From an optimization exercise on the open Yosys and OpenROAD flow, aimed at small area and a short achievable clock period; shortcuts taken in it are not production practice.
Function was checked by simulation only, so behaviour that the tests miss may differ from the original.
Power figures rest on the tool's default switching activity, not on a simulated workload.

## mem_bus_ctrl
module mem_bus_ctrl (
    input  logic              clk,
    input  logic              reset,
    input  logic [1:0]        mem_cmd,
    input  logic [8:0]        mem_addr,
    input  logic [15:0]       write_data,
    output logic [15:0]       read_data,
    output logic              rd_valid,
    input  logic [7:0]        sw,
    output logic [7:0]        led,
    output logic              bus_err
);
make LEC_CHECK=0 CAP_MARGIN=20 CORE_MARGIN=2 CORE_UTILIZATION=55 SETUP_SLACK_MARGIN=2.4 SLEW_MARGIN=20 SYNTH_HIERARCHICAL=1 SYNTH_MINIMUM_KEEP_SIZE=0 finish   # period 5.0 ns
run.sh (not shown) runs the stock make flow with config.mk's settings and CLKGATE_MAP_FILE= SYNTH_SCRIPT=/design/flow/synth_recipe.tcl, a recipe that flattens the netlist after the stock synthesis.
The starting point finished with timing, DRC and antenna clean.
Next try:
--- a/flow/config.mk
+++ b/flow/config.mk
@@ -10,0 +11,2 @@
+export CTS_CLUSTER_DIAMETER = 100
+export CTS_CLUSTER_SIZE = 24
After rerunning: The changed run went through all stages and came out clean. Clock power shrinks by 44%. Final area fell by 5.4%. Die area is unchanged. Hold slack is better by 0.0062 ns. Total power went down by about 20%. Clock-buffer cell count falls by 392. First-iteration DRC count rises by about 2%. Combinational power is about the same.

========
the previous run:
The RTL this note starts from:
==> flow/design.v <==
package mem_bus_pkg;
    localparam logic [1:0] CMD_NONE  = 2'b00;
    localparam logic [1:0] CMD_READ  = 2'b01;
    localparam logic [1:0] CMD_WRITE = 2'b10;
    localparam logic [1:0] CMD_RSVD  = 2'b11;
    localparam logic [8:0] LED_ADDR_DEF = 9'h100;
    localparam logic [8:0] SW_ADDR_DEF  = 9'h140;
endpackage
module mbc_oai22 (
    input  logic a1,
    input  logic a2,
    input  logic b1,
    input  logic b2,
    output logic y
);
    assign y = ~((a1 | a2) & (b1 | b2));
endmodule
module mbc_nor2 (
    input  logic a,
    input  logic b,
    output logic y
);
    assign y = ~(a | b);
endmodule
module mbc_nand4 (
    input  logic a,
    input  logic b,
    input  logic c,
    input  logic d,
    output logic y
);
    assign y = ~(a & b & c & d);
endmodule
module mbc_nand2 (
    input  logic a,
    input  logic b,
    output logic y
);
    assign y = ~(a & b);
endmodule
module mbc_rd_quarter (
    input  logic [63:0] q,
    input  logic [63:0] sel_n,
    output logic        y_n
);
    logic [31:0] l1_n;   
    logic [15:0] l2;     
    logic [3:0]  l3_n;   
    logic [1:0]  l4;     
    for (genvar i = 0; i < 32; i++) begin : g_l1
        mbc_oai22 u (.a1(q[2*i]), .a2(sel_n[2*i]), .b1(q[2*i+1]), .b2(sel_n[2*i+1]), .y(l1_n[i]));
    end
    for (genvar i = 0; i < 16; i++) begin : g_l2
        mbc_nor2 u (.a(l1_n[2*i]), .b(l1_n[2*i+1]), .y(l2[i]));
    end
    for (genvar i = 0; i < 4; i++) begin : g_l3
        mbc_nand4 u (.a(l2[4*i]), .b(l2[4*i+1]), .c(l2[4*i+2]), .d(l2[4*i+3]), .y(l3_n[i]));
    end
    for (genvar i = 0; i < 2; i++) begin : g_l4
        mbc_nor2 u (.a(l3_n[2*i]), .b(l3_n[2*i+1]), .y(l4[i]));
    end
    mbc_nand2 u_l5 (.a(l4[0]), .b(l4[1]), .y(y_n));
endmodule
module mem_bus_ctrl (
    input  logic              clk,
    input  logic              reset,
    input  logic [1:0]        mem_cmd,
    input  logic [8:0]        mem_addr,
    input  logic [15:0]       write_data,
    output logic [15:0]       read_data,
    output logic              rd_valid,
    input  logic [7:0]        sw,
    output logic [7:0]        led,
    output logic              bus_err
);
    logic is_rd, is_wr, a_ram, a_led, a_sw, a_none;
    assign is_rd  = (mem_cmd == mem_bus_pkg::CMD_READ);
    assign is_wr  = (mem_cmd == mem_bus_pkg::CMD_WRITE);
    assign a_ram  = ~mem_addr[8];
    assign a_led  = (mem_addr == mem_bus_pkg::LED_ADDR_DEF);
    assign a_sw   = (mem_addr == mem_bus_pkg::SW_ADDR_DEF);
    assign a_none = mem_addr[8] && !a_led && !a_sw;
    logic phase_q;
    always_ff @(posedge clk) begin
        phase_q <= ~phase_q;
    end
    logic         ram_wr;
    logic [15:0]  wr_bits_n;
    logic [255:0] we, nwe;
    logic [63:0]  rd_sel_n;
    logic [4095:0] mem_flat;
    assign ram_wr    = is_wr && a_ram;
    assign wr_bits_n = ~(write_data ^ {16{~phase_q}});
    for (genvar w = 0; w < 256; w++) begin : g_word
        logic [15:0] nxt;
        logic [15:0] q;
        assign we[w]  = ram_wr && (mem_addr[7:0] == 8'(w));
        assign nwe[w] = ~we[w];
        for (genvar b = 0; b < 16; b++) begin : g_bit
            mbc_oai22 u_nxt (.a1(we[w]), .a2(q[b]), .b1(nwe[w]), .b2(wr_bits_n[b]),
                             .y(nxt[b]));
        end
        always_ff @(posedge clk) begin
            q <= nxt;
        end
        assign mem_flat[16 * w +: 16] = q;
    end
    for (genvar i = 0; i < 64; i++) begin : g_sel
        assign rd_sel_n[i] = ~(mem_addr[5:0] == 6'(i));
    end
    logic [15:0] qtr_n [4];
    for (genvar k = 0; k < 4; k++) begin : g_qtr
        for (genvar b = 0; b < 16; b++) begin : g_rd
            logic [63:0] col;
            for (genvar i = 0; i < 64; i++) begin : g_col
                assign col[i] = mem_flat[16 * (64 * k + i) + b];
            end
            mbc_rd_quarter u_rd (.q(col), .sel_n(rd_sel_n), .y_n(qtr_n[k][b]));
        end
    end
    logic        rd_pend_q;
    logic        rd_ram_q;
    logic        rd_led_q;
    logic        rd_sw_q;
    logic [1:0]  rd_a76_q;
    logic [15:0] qtr0_n_q, qtr1_n_q, qtr2_n_q, qtr3_n_q;
    always_ff @(posedge clk or posedge reset) begin
        if (reset) begin
            rd_pend_q <= 1'b0;
        end else begin
            rd_pend_q <= is_rd;
        end
    end
    always_ff @(posedge clk) begin
        rd_ram_q  <= a_ram;
        rd_led_q  <= a_led;
        rd_sw_q   <= a_sw;
        rd_a76_q  <= mem_addr[7:6];
        qtr0_n_q  <= qtr_n[0];
        qtr1_n_q  <= qtr_n[1];
        qtr2_n_q  <= qtr_n[2];
        qtr3_n_q  <= qtr_n[3];
    end
    logic [15:0] ram_sel_n;
    logic [15:0] ram_val;
    always_comb begin
        case (rd_a76_q)
            2'd0:    ram_sel_n = qtr0_n_q;
            2'd1:    ram_sel_n = qtr1_n_q;
            2'd2:    ram_sel_n = qtr2_n_q;
            default: ram_sel_n = qtr3_n_q;
        endcase
    end
    assign ram_val = ~ram_sel_n ^ {16{~phase_q}};
    logic [15:0] read_data_q;
    logic        rd_valid_q;
    logic [7:0]  led_q;
    logic        bus_err_q;
    logic [7:0]  sw_meta_q;
    logic [7:0]  sw_sync_q;
    logic [15:0] read_data_d;
    logic        err_d;
    assign read_data_d = (ram_val & {16{rd_ram_q}})
                       | {8'h00, led_q & {8{rd_led_q}}}
                       | {8'h00, sw_sync_q & {8{rd_sw_q}}};
    assign err_d = (mem_cmd == mem_bus_pkg::CMD_RSVD)
                 || (is_wr && (a_sw || a_none))
                 || (is_rd && a_none);
    always_ff @(posedge clk or posedge reset) begin
        if (reset) begin
            read_data_q <= 16'h0000;
            rd_valid_q  <= 1'b0;
            led_q       <= 8'h00;
            bus_err_q   <= 1'b0;
            sw_meta_q   <= 8'h00;
            sw_sync_q   <= 8'h00;
        end else begin
            sw_meta_q  <= sw;
            sw_sync_q  <= sw_meta_q;
            rd_valid_q <= rd_pend_q;
            if (rd_pend_q) begin
                read_data_q <= read_data_d;
            end
            if (is_wr && a_led) begin
                led_q <= write_data[7:0];
            end
            if (err_d) begin
                bus_err_q <= 1'b1;
            end
        end
    end
    assign read_data = read_data_q;
    assign rd_valid  = rd_valid_q;
    assign led       = led_q;
    assign bus_err   = bus_err_q;
endmodule
Settings: LEC_CHECK=0, CAP_MARGIN=20, CORE_MARGIN=2, CORE_UTILIZATION=55, SETUP_SLACK_MARGIN=2.5, SLEW_MARGIN=20, SYNTH_HIERARCHICAL=1, SYNTH_MINIMUM_KEEP_SIZE=0; clock period 5.0 ns.
The previous run | status: complete | timing, DRC, antenna: pass
Input changes introduced in the current run (baseline for comparison: the previous run):
Settings: CTS_CLUSTER_SIZE newly set to 24; TNS_END_PERCENT newly set to 5; CTS_CLUSTER_DIAMETER newly set to 100.
Results
Re overall power consumption: the previous run and the current run aren't equal, and the lower value belongs to the current run.
Comparing the current run against the previous run, there is no change at all in die area.
The current run: portion of total power attributed to the clock network is 14 points lower than what the previous run reported.

-- afterwards: timing with drivers on the ports --
In the flow no input, the clock included, has a driving cell. The finished layouts below were timed again as built, in two steps.
Step 1: set_driving_cell puts a clkbuf_16 on clk and a buf_2 on each other input, an assumption about the parent block.
Step 2, shift: input delay + t, output delay - t, t = (earliest + latest rising clock arrival at the registers) / 2. This alone moves slack from input paths to output paths.
Three values: no drivers, after step 1, after step 2; two values: the first two.
run | t (ns) | slack for setup (ns) | clock arrival spread, ns | worst slew at a driven data input, ns | cell pins on the clock port's net
the first run of note 1 | 1.076 | 1.851 / 1.916 / 0.840 | 0.069 / 0.070 | 0.18 | 1
the second run of note 1 | 1.004 | 1.800 / 1.889 / 0.884 | 0.051 / 0.051 | 0.18 | 1
the previous run | 1.054 | 2.251 / 2.207 / 1.153 | 0.078 / 0.078 | 0.17 | 1
the current run | 0.991 | 2.124 / 2.121 / 1.130 | 0.034 / 0.034 | 0.17 | 1
After both steps every run listed still meets setup and hold. For the previous run, which loses most, drivers alone change the setup slack by -0.044 ns; drivers and shift together by -1.098 ns.
